Context: an optimization exercise on an open-source flow, tuned for small area, a short achievable clock period and few clock cycles per item. The choices shown serve that exercise and are no tape-out recipe. Where RTL was checked, it was by simulation tests only, not by an equivalence proof against the original. Power and IR drop assume default switching activity.

==> inputs of violet <==
==> flow/design.v <==
package dmod_pkg;
  localparam int RAW_W = 16;
  localparam int VAL_W = 14;
  localparam int RC_W  = 3;
  localparam logic [VAL_W-1:0] NOT_READY = 14'd9999;
  localparam logic [RAW_W-1:0] FAULT_ZERO  = 16'd0;
  localparam logic [RAW_W-1:0] FAULT_LOW   = 16'd20;
  localparam logic [RAW_W-1:0] FAULT_HIGH  = 16'd8190;
  localparam logic [RAW_W-1:0] FAULT_RANGE = 16'd9999;
  localparam logic [VAL_W-1:0] ACCEPT_MIN_RST  = 14'd30;
  localparam logic [VAL_W-1:0] ACCEPT_MAX_RST  = 14'd2000;
  localparam logic [VAL_W-1:0] STOP_DIST_RST   = 14'd200;
  localparam logic [RC_W-1:0]  READY_COUNT_RST = 3'd3;
  typedef enum logic [1:0] {
    CFG_ACCEPT_MIN  = 2'd0,
    CFG_ACCEPT_MAX  = 2'd1,
    CFG_STOP_DIST   = 2'd2,
    CFG_READY_COUNT = 2'd3
  } cfg_idx_t;
  typedef struct packed {
    logic [RAW_W-1:0] left_raw;
    logic [RAW_W-1:0] right_raw;
  } dmod_in_t;
  typedef struct packed {
    logic [VAL_W-1:0] left_median;
    logic [VAL_W-1:0] right_median;
    logic             obstacle;
    logic             obstacle_changed;
  } dmod_out_t;
  typedef struct packed {
    logic [VAL_W-1:0] median;
    logic             ready;
  } side_res_t;
endpackage
import dmod_pkg::*;
module dmod_ring #(
  parameter int WINDOW = 7,
  localparam int CNT_W = $clog2(WINDOW + 1)
) (
  input  logic                                   clk,
  input  logic                                   rst_n,
  input  logic                                   load,
  input  logic [dmod_pkg::RAW_W-1:0]             raw,
  input  logic [dmod_pkg::VAL_W-1:0]             accept_min,
  input  logic [dmod_pkg::VAL_W-1:0]             accept_max,
  input  logic                                   apply,
  output logic [WINDOW-1:0][dmod_pkg::VAL_W-1:0] ring,
  output logic [WINDOW-1:0][CNT_W-1:0]           rel,
  output logic [WINDOW-1:0]                      occ
);
  logic [WINDOW-1:0][VAL_W-1:0] val_r;
  logic [WINDOW-1:0][CNT_W-1:0] rel_r, rel_nxt;
  logic [WINDOW-1:0]            occ_r;
  logic [1:0]                   mid_nxt;
  logic [WINDOW-2:0]            sorted_lt;
  logic [12:0]                  at_least;
  logic [5:0]                   ge;
  logic                         full, mid_up, drop, up, down, ua, ub, push;
  logic [VAL_W-1:0]  x_r;
  logic              sane_r;       
  logic [WINDOW-2:0] lt_x;         
  logic              below_min, above_max;
  always_ff @(posedge clk) begin
    if (load) begin
      x_r    <= raw[VAL_W-1:0];
      sane_r <= (raw != FAULT_ZERO) && (raw != FAULT_LOW) &&
                (raw != FAULT_HIGH) && (raw != FAULT_RANGE) &&
                (raw[RAW_W-1:VAL_W] == '0);
    end
  end
  dmod_lt u_below (.a(x_r), .b(accept_min), .lt(below_min));
  dmod_lt u_above (.a(accept_max), .b(x_r), .lt(above_max));
  assign push = apply && sane_r && !below_min && !above_max;
  for (genvar g = 0; g < WINDOW - 1; g++) begin : g_cmp
    logic lt_g;
    dmod_lt u_lt (.a(val_r[g]), .b(x_r), .lt(lt_g));
    assign lt_x[g] = occ_r[g] && lt_g;
  end
  always_comb begin
    full = occ_r[WINDOW-1];
    if (occ_r[4])      mid_nxt = 2'd3;
    else if (occ_r[2]) mid_nxt = 2'd2;
    else if (occ_r[0]) mid_nxt = 2'd1;
    else               mid_nxt = 2'd0;
    mid_up = (occ_r[0] && !occ_r[1]) || (occ_r[2] && !occ_r[3]) ||
             (occ_r[4] && !occ_r[5]);
    sorted_lt = lt_x;
    for (int r = 0; r < 5; r++) begin
      for (int i = 0; i < WINDOW - 1; i++) begin
        for (int j = i + 1; j < WINDOW - 1; j++) begin
          if ((r == 0 && ((i == 0 && j == 5) || (i == 1 && j == 3) || (i == 2 && j == 4))) ||
              (r == 1 && ((i == 1 && j == 2) || (i == 3 && j == 4))) ||
              (r == 2 && ((i == 0 && j == 3) || (i == 2 && j == 5))) ||
              (r == 3 && ((i == 0 && j == 1) || (i == 2 && j == 3) || (i == 4 && j == 5))) ||
              (r == 4 && ((i == 1 && j == 2) || (i == 3 && j == 4)))) begin
            {sorted_lt[i], sorted_lt[j]} = {sorted_lt[i] | sorted_lt[j],
                                            sorted_lt[i] & sorted_lt[j]};
          end
        end
      end
    end
    at_least = {3'b000, sorted_lt, 4'b1111};
    for (int t = -2; t <= 3; t++) begin
      ge[t+2] = at_least[t + 3 + 32'(mid_nxt)];
    end
    rel_nxt[0][2] = !ge[2];
    rel_nxt[0][1] = (ge[0] && !ge[2]) || ge[4];
    rel_nxt[0][0] = !ge[0] || (ge[1] && !ge[2]) || (ge[3] && !ge[4]) || ge[5];
    for (int i = 0; i < WINDOW - 1; i++) begin
      drop = 1'b0;
      for (int k = 0; k < CNT_W; k++) begin
        ua = rel_r[WINDOW-1][k] ^ (k == CNT_W - 1);
        ub = rel_r[i][k] ^ (k == CNT_W - 1);
        drop = (~ua & ub) | ((~ua | ub) & drop);
      end
      drop = drop && full;
      up   = !lt_x[i] && !drop && !mid_up;
      down = lt_x[i] && (drop || mid_up);
      rel_nxt[i+1][0] = rel_r[i][0] ^ (up || down);
      rel_nxt[i+1][1] = rel_r[i][1] ^ ((up && rel_r[i][0]) || (down && !rel_r[i][0]));
      rel_nxt[i+1][2] = rel_r[i][2] ^ ((up && rel_r[i][1] && rel_r[i][0]) ||
                                       (down && !rel_r[i][1] && !rel_r[i][0]));
    end
  end
  always_ff @(posedge clk) begin
    if (!rst_n) begin
      occ_r <= '0;
    end else if (push) begin
      occ_r <= {occ_r[WINDOW-2:0], 1'b1};
    end
  end
  always_ff @(posedge clk) begin
    if (push) begin
      val_r <= {val_r[WINDOW-2:0], x_r};
      rel_r <= rel_nxt;
    end
  end
  assign ring = val_r;
  assign rel  = rel_r;
  assign occ  = occ_r;
endmodule
import dmod_pkg::*;
module dmod_select #(
  parameter int WINDOW = 7,
  localparam int CNT_W = $clog2(WINDOW + 1),
  localparam int CMP_W = (CNT_W > dmod_pkg::RC_W) ? CNT_W : dmod_pkg::RC_W
) (
  input  logic [WINDOW-1:0][dmod_pkg::VAL_W-1:0] ring,
  input  logic [WINDOW-1:0][CNT_W-1:0]           rel,
  input  logic [WINDOW-1:0]                      occ,
  input  logic [dmod_pkg::RC_W-1:0]              ready_count,
  output logic [dmod_pkg::VAL_W-1:0]             picked,
  output dmod_pkg::side_res_t                    res
);
  logic ready;
  always_comb begin
    picked = '0;
    for (int i = 0; i < WINDOW; i++) begin
      picked = picked | ({VAL_W{occ[i] && (rel[i] == '0)}} & ring[i]);
    end
    ready = occ[0];
    for (int k = 2; k <= WINDOW; k++) begin
      if (CMP_W'(ready_count) == CMP_W'(k)) begin
        ready = occ[k-1];
      end
    end
    res.ready  = ready;
    res.median = ready ? picked : NOT_READY;
  end
endmodule
module dmod_lt #(
  parameter int W = dmod_pkg::VAL_W
) (
  input  logic [W-1:0] a,
  input  logic [W-1:0] b,
  output logic         lt
);
  always_comb begin
    lt = 1'b0;
    for (int i = 0; i < W; i++) begin
      lt = (~a[i] & b[i]) | ((~a[i] | b[i]) & lt);
    end
  end
endmodule
import dmod_pkg::*;
module dual_median_obstacle_detector_unit #(
  parameter int WINDOW = 7
) (
  input  logic                               clk,
  input  logic                               rst_n,
  input  logic                               in_valid,
  output logic                               in_stall,
  input  logic [31:0]                        in_data,
  output logic                               out_valid,
  input  logic                               out_stall,
  output logic [29:0]                        out_data,
  input  logic                               cfg_we,
  input  logic [1:0]                         cfg_index,
  input  logic [dmod_pkg::VAL_W-1:0]         cfg_wdata
);
  dmod_pkg::dmod_in_t in_s;
  assign in_s = in_data;
  localparam int CNT_W = $clog2(WINDOW + 1);
  logic [VAL_W-1:0] accept_min_r, accept_max_r, stop_dist_r;
  logic [RC_W-1:0]  ready_count_r;
  always_ff @(posedge clk) begin
    if (!rst_n) begin
      accept_min_r  <= ACCEPT_MIN_RST;
      accept_max_r  <= ACCEPT_MAX_RST;
      stop_dist_r   <= STOP_DIST_RST;
      ready_count_r <= READY_COUNT_RST;
    end else if (cfg_we) begin
      unique case (cfg_index)
        CFG_ACCEPT_MIN:  accept_min_r  <= cfg_wdata;
        CFG_ACCEPT_MAX:  accept_max_r  <= cfg_wdata;
        CFG_STOP_DIST:   stop_dist_r   <= cfg_wdata;
        CFG_READY_COUNT: ready_count_r <= cfg_wdata[RC_W-1:0];
        default:         accept_min_r  <= accept_min_r;
      endcase
    end
  end
  logic             in_stall_r;
  logic             a_valid_r;
  logic             in_accept;
  logic             pend_r;       
  logic             skid_valid_r;
  logic             out_valid_r;
  logic             obstacle_r;   
  logic             go, apply, capture, head_free;
  logic             a_valid_nxt, pend_nxt, skid_valid_nxt, out_valid_nxt;
  assign in_accept = in_valid && !in_stall_r;
  assign go        = !pend_r || !skid_valid_r;
  assign apply     = a_valid_r && go;
  assign capture   = pend_r && !skid_valid_r;
  assign head_free = !out_valid_r || !out_stall;
  always_comb begin
    a_valid_nxt    = in_accept || (a_valid_r && !go);
    pend_nxt       = apply || (pend_r && skid_valid_r);
    skid_valid_nxt = (skid_valid_r || capture) && !head_free;
    out_valid_nxt  = head_free ? (skid_valid_r || capture) : out_valid_r;
  end
  always_ff @(posedge clk) begin
    if (!rst_n) begin
      in_stall_r   <= 1'b0;
      a_valid_r    <= 1'b0;
      pend_r       <= 1'b0;
      skid_valid_r <= 1'b0;
      out_valid_r  <= 1'b0;
    end else begin
      in_stall_r   <= a_valid_nxt && pend_nxt && skid_valid_nxt;
      a_valid_r    <= a_valid_nxt;
      pend_r       <= pend_nxt;
      skid_valid_r <= skid_valid_nxt;
      out_valid_r  <= out_valid_nxt;
    end
  end
  logic [WINDOW-1:0][VAL_W-1:0] left_ring, right_ring;
  logic [WINDOW-1:0][CNT_W-1:0] left_rel, right_rel;
  logic [WINDOW-1:0]            left_occ, right_occ;
  logic [VAL_W-1:0]             left_picked, right_picked;
  dmod_pkg::side_res_t          left_res, right_res;
  dmod_ring #(.WINDOW(WINDOW)) u_left_ring (
    .clk        (clk),
    .rst_n      (rst_n),
    .load       (!in_stall_r),
    .raw        (in_s.left_raw),
    .accept_min (accept_min_r),
    .accept_max (accept_max_r),
    .apply      (apply),
    .ring       (left_ring),
    .rel        (left_rel),
    .occ        (left_occ)
  );
  dmod_ring #(.WINDOW(WINDOW)) u_right_ring (
    .clk        (clk),
    .rst_n      (rst_n),
    .load       (!in_stall_r),
    .raw        (in_s.right_raw),
    .accept_min (accept_min_r),
    .accept_max (accept_max_r),
    .apply      (apply),
    .ring       (right_ring),
    .rel        (right_rel),
    .occ        (right_occ)
  );
  dmod_select #(.WINDOW(WINDOW)) u_left_sel (
    .ring        (left_ring),
    .rel         (left_rel),
    .occ         (left_occ),
    .ready_count (ready_count_r),
    .picked      (left_picked),
    .res         (left_res)
  );
  dmod_select #(.WINDOW(WINDOW)) u_right_sel (
    .ring        (right_ring),
    .rel         (right_rel),
    .occ         (right_occ),
    .ready_count (ready_count_r),
    .picked      (right_picked),
    .res         (right_res)
  );
  logic                obstacle_nxt;
  logic                left_near, right_near;
  dmod_lt u_left_near  (.a(left_picked),  .b(stop_dist_r), .lt(left_near));
  dmod_lt u_right_near (.a(right_picked), .b(stop_dist_r), .lt(right_near));
  dmod_pkg::dmod_out_t res_nxt, skid_r, out_data_r;
  always_comb begin
    obstacle_nxt = (left_res.ready && left_near) ||
                   (right_res.ready && right_near);
    res_nxt.left_median      = left_res.median;
    res_nxt.right_median     = right_res.median;
    res_nxt.obstacle         = obstacle_nxt;
    res_nxt.obstacle_changed = obstacle_r;
  end
  always_ff @(posedge clk) begin
    if (!rst_n) begin
      obstacle_r <= 1'b0;
    end else if (capture) begin
      obstacle_r <= obstacle_nxt;
    end
  end
  always_ff @(posedge clk) begin
    if (!skid_valid_r) begin
      skid_r <= res_nxt;
    end
  end
  always_ff @(posedge clk) begin
    if (head_free) begin
      out_data_r <= skid_valid_r ? skid_r : res_nxt;
    end
  end
  assign in_stall  = in_stall_r;
  assign out_valid = out_valid_r;
  assign out_data  = {out_data_r[29:1], out_data_r.obstacle ^ out_data_r.obstacle_changed};
endmodule
==> flow/run.sh <==
#!/bin/bash
# synth_recipe.tcl (not shown) runs the flow's synth.tcl, then flattens the netlist and writes it again
# the make line also repeats each setting of config.mk as NAME=value (left out here)
make -C /OpenROAD-flow-scripts/flow DESIGN_CONFIG=/design/flow/config.mk WORK_HOME=/design/flow/orfs CLKGATE_MAP_FILE= SYNTH_SCRIPT=/design/flow/synth_recipe.tcl finish
==> flow/config.mk <==
export PLATFORM = sky130hd
export DESIGN_NAME = dual_median_obstacle_detector_unit
export DESIGN_NICKNAME = dual_median_obstacle_detector_unit
export VERILOG_FILES = /design/flow/design.v
export SDC_FILE = /design/flow/constraint.sdc
export NUM_CORES = 4
export LEC_CHECK = 0
export CAP_MARGIN = 20
export CORE_MARGIN = 2
export CORE_UTILIZATION = 40
export CTS_BUF_LIST = sky130_fd_sc_hd__clkbuf_8
export CTS_CLUSTER_DIAMETER = 60
export CTS_CLUSTER_SIZE = 14
export SETUP_SLACK_MARGIN = 5
export SLEW_MARGIN = 20
export SYNTH_HIERARCHICAL = 1
==> flow/constraint.sdc <==
create_clock -name core_clock -period 8.0 [get_ports {clk}]
set_input_delay 1.6000 -clock core_clock [delete_from_list [all_inputs] [get_ports {clk}]]
set_output_delay 1.6000 -clock core_clock [all_outputs]
set_load 0.01 [all_outputs]
==> inputs of onyx, as changes to violet <==
==> flow/design.v, changed modules only <==
module dmod_ring #(
  parameter int WINDOW = 7,
  localparam int CNT_W = $clog2(WINDOW + 1)
) (
  input  logic                                   clk,
  input  logic                                   rst_n,
  input  logic                                   load,
  input  logic [dmod_pkg::RAW_W-1:0]             raw,
  input  logic [dmod_pkg::VAL_W-1:0]             accept_min,
  input  logic [dmod_pkg::VAL_W-1:0]             accept_max,
  input  logic                                   apply,
  output logic [WINDOW-1:0][dmod_pkg::VAL_W-1:0] ring,
  output logic [WINDOW-1:0][CNT_W-1:0]           rel,
  output logic [WINDOW-1:0]                      occ
);
  logic [WINDOW-1:0][VAL_W-1:0] val_r;
  logic [WINDOW-1:0][CNT_W-1:0] rel_r, rel_nxt;
  logic [WINDOW-1:0]            occ_r;
  logic [CNT_W-1:0]             neg_mid;
  logic [1:0]                   below_lo, below_hi;
  logic                         full, mid_up, drop, up, down, ua, ub, push;
  logic [VAL_W-1:0]  x_r;
  logic              ok_r;
  logic [WINDOW-2:0] lt_r;         
  logic [WINDOW-2:0] cmp_win, lt_nxt, lt_x;
  logic              cmp_prev, below_min, above_max, ok;
  logic [WINDOW-1:0] occ_at_apply;
  for (genvar g = 0; g < WINDOW - 1; g++) begin : g_cmp
    dmod_lt u_lt (.a(val_r[g]), .b(raw[VAL_W-1:0]), .lt(cmp_win[g]));
  end
  dmod_lt u_prev  (.a(x_r), .b(raw[VAL_W-1:0]), .lt(cmp_prev));
  dmod_lt u_below (.a(raw[VAL_W-1:0]), .b(accept_min), .lt(below_min));
  dmod_lt u_above (.a(accept_max), .b(raw[VAL_W-1:0]), .lt(above_max));
  assign ok = (raw != FAULT_ZERO) && (raw != FAULT_LOW) &&
              (raw != FAULT_HIGH) && (raw != FAULT_RANGE) &&
              (raw[RAW_W-1:VAL_W] == '0) && !below_min && !above_max;
  assign push = apply && ok_r;
  always_comb begin
    occ_at_apply = push ? {occ_r[WINDOW-2:0], 1'b1} : occ_r;
    for (int i = 0; i < WINDOW - 1; i++) begin
      if (push) begin
        lt_nxt[i] = (i == 0) ? cmp_prev : cmp_win[i-1];
      end else begin
        lt_nxt[i] = cmp_win[i];
      end
      lt_nxt[i] = lt_nxt[i] && occ_at_apply[i];
    end
  end
  always_ff @(posedge clk) begin
    if (load) begin
      x_r        <= raw[VAL_W-1:0];
      ok_r       <= ok;
      lt_r       <= lt_nxt;
    end
  end
  always_comb begin
    lt_x     = lt_r;
    full = occ_r[WINDOW-1];
    if (occ_r[4])      neg_mid = 3'd5;
    else if (occ_r[2]) neg_mid = 3'd6;
    else if (occ_r[0]) neg_mid = 3'd7;
    else               neg_mid = 3'd0;
    mid_up = (occ_r[0] && !occ_r[1]) || (occ_r[2] && !occ_r[3]) ||
             (occ_r[4] && !occ_r[5]);
    below_lo = 2'(lt_x[0]) + 2'(lt_x[1]) + 2'(lt_x[2]);
    below_hi = 2'(lt_x[3]) + 2'(lt_x[4]) + 2'(lt_x[5]);
    rel_nxt[0] = CNT_W'(below_lo) + CNT_W'(below_hi) + neg_mid;
    for (int i = 0; i < WINDOW - 1; i++) begin
      drop = 1'b0;
      for (int k = 0; k < CNT_W; k++) begin
        ua = rel_r[WINDOW-1][k] ^ (k == CNT_W - 1);
        ub = rel_r[i][k] ^ (k == CNT_W - 1);
        drop = (~ua & ub) | ((~ua | ub) & drop);
      end
      drop = drop && full;
      up   = !lt_x[i] && !drop && !mid_up;
      down = lt_x[i] && (drop || mid_up);
      rel_nxt[i+1][0] = rel_r[i][0] ^ (up || down);
      rel_nxt[i+1][1] = rel_r[i][1] ^ ((up && rel_r[i][0]) || (down && !rel_r[i][0]));
      rel_nxt[i+1][2] = rel_r[i][2] ^ ((up && rel_r[i][1] && rel_r[i][0]) ||
                                       (down && !rel_r[i][1] && !rel_r[i][0]));
    end
  end
  always_ff @(posedge clk) begin
    if (!rst_n) begin
      occ_r <= '0;
    end else if (push) begin
      occ_r <= {occ_r[WINDOW-2:0], 1'b1};
    end
  end
  always_ff @(posedge clk) begin
    if (push) begin
      val_r <= {val_r[WINDOW-2:0], x_r};
      rel_r <= rel_nxt;
    end
  end
  assign ring = val_r;
  assign rel  = rel_r;
  assign occ  = occ_r;
endmodule
==> run notes <==
- Between onyx and violet, the lower setup slack is in violet (gap 380 ps).
- Of onyx and violet, violet has the higher first-iteration DRC count (gap about 4%, measured against violet).
- Of violet and onyx, violet has the higher wire length (gap about 0.9%, measured against onyx).
- Total power is about the same in violet and onyx.
- Of onyx and violet, onyx has the higher sequential cell count (gap 12).
- Against violet, the synthesized cell count of onyx is higher by about 2%.
- In onyx the combinational power is smaller than in violet, by about 6%.
- Between violet and onyx, the lower non-clock buffer count is in onyx (gap 88).
- Clock skew: onyx is lower than violet (14 ps).
- Of onyx and violet, onyx has the higher area after synthesis (gap about 2.7%, measured against violet).
==> figures <==
|  | violet | onyx |
|---|---|---|
| Comb power frac | 0.085 | 0.080 |
| DP Worst Slack | 4110 ps | 3610 ps |
| R2R cell count | 14 | 10 |
| Terminating pin of the worst hold path | skid_r[19]$_DFF_P_ | u_right_ring.val_r[7]$_DFFE_PP_ |
| Data buffer area share | 0.102 | 0.0720 |
| Final total power | 4020 µW | 4020 µW |
| Result of the run | timing/DRC/antenna clean | timing/DRC/antenna clean |
| Die boundary height | 233 µm | 236 µm |
| Post-place instance area | 22400 µm² | 23000 µm² |
| Number of logic inverters in the finished layout | 189 | 237 |
| Total routed wire length on the met1 layer | 26.6 mm | 28.4 mm |
| Number of instances resized during post-cts repair | 118 | 159 |
| Via count of the routed design | 16.5k | 16.1k |
| Final-stage net count | 2221 | 2181 |
| Post-DP HPWL | 41.3 mm | 40.4 mm |
| Sequential cells | 393 | 405 |
| # clock sinks | 393 | 405 |
| Hold slack final | 482 ps | 454 ps |
| Wire length of the first global-routing pass | 91.0 mm | 90.4 mm |
| Chip Width | 233 µm | 236 µm |
| Final Util | 0.484 | 0.462 |
Testbench counts of onyx, summed over its fixed seeds: cycles 16,024, items 16,000.
The RTL of violet was laid out without a check of its function.

what the ideal ports hide:
Ports are ideal in the flow. The routed layouts listed here were re-timed in OpenROAD.
Step 1, drivers: a clkbuf_16 drives clk and a buf_2 each remaining input, both assumed.
Step 2 adds t to the input delays and takes it off the output delays; t is the mean of the earliest and latest rising clock arrival at the registers after step 1. Input paths then give back, and output paths get back, about the clock's delay inside the block.
Three values: ideal, step 1, step 2; two values: the first two.
run	t, ns	setup slack, ns	worst hold slack (ns)	clock arrival spread, ns	worst data-port slew with drivers (ns)
violet	0.663	4.699 / 4.699 / 4.662	0.482 / 0.482 / 0.482	0.059 / 0.059	0.08
onyx	0.677	5.078 / 5.024 / 4.442	0.454 / 0.454 / 0.454	0.040 / 0.041	0.06
After both steps setup and hold are still met in every run listed. The setup slack of onyx, which loses most, moves by -0.054 ns with the drivers and by -0.636 ns with both steps.
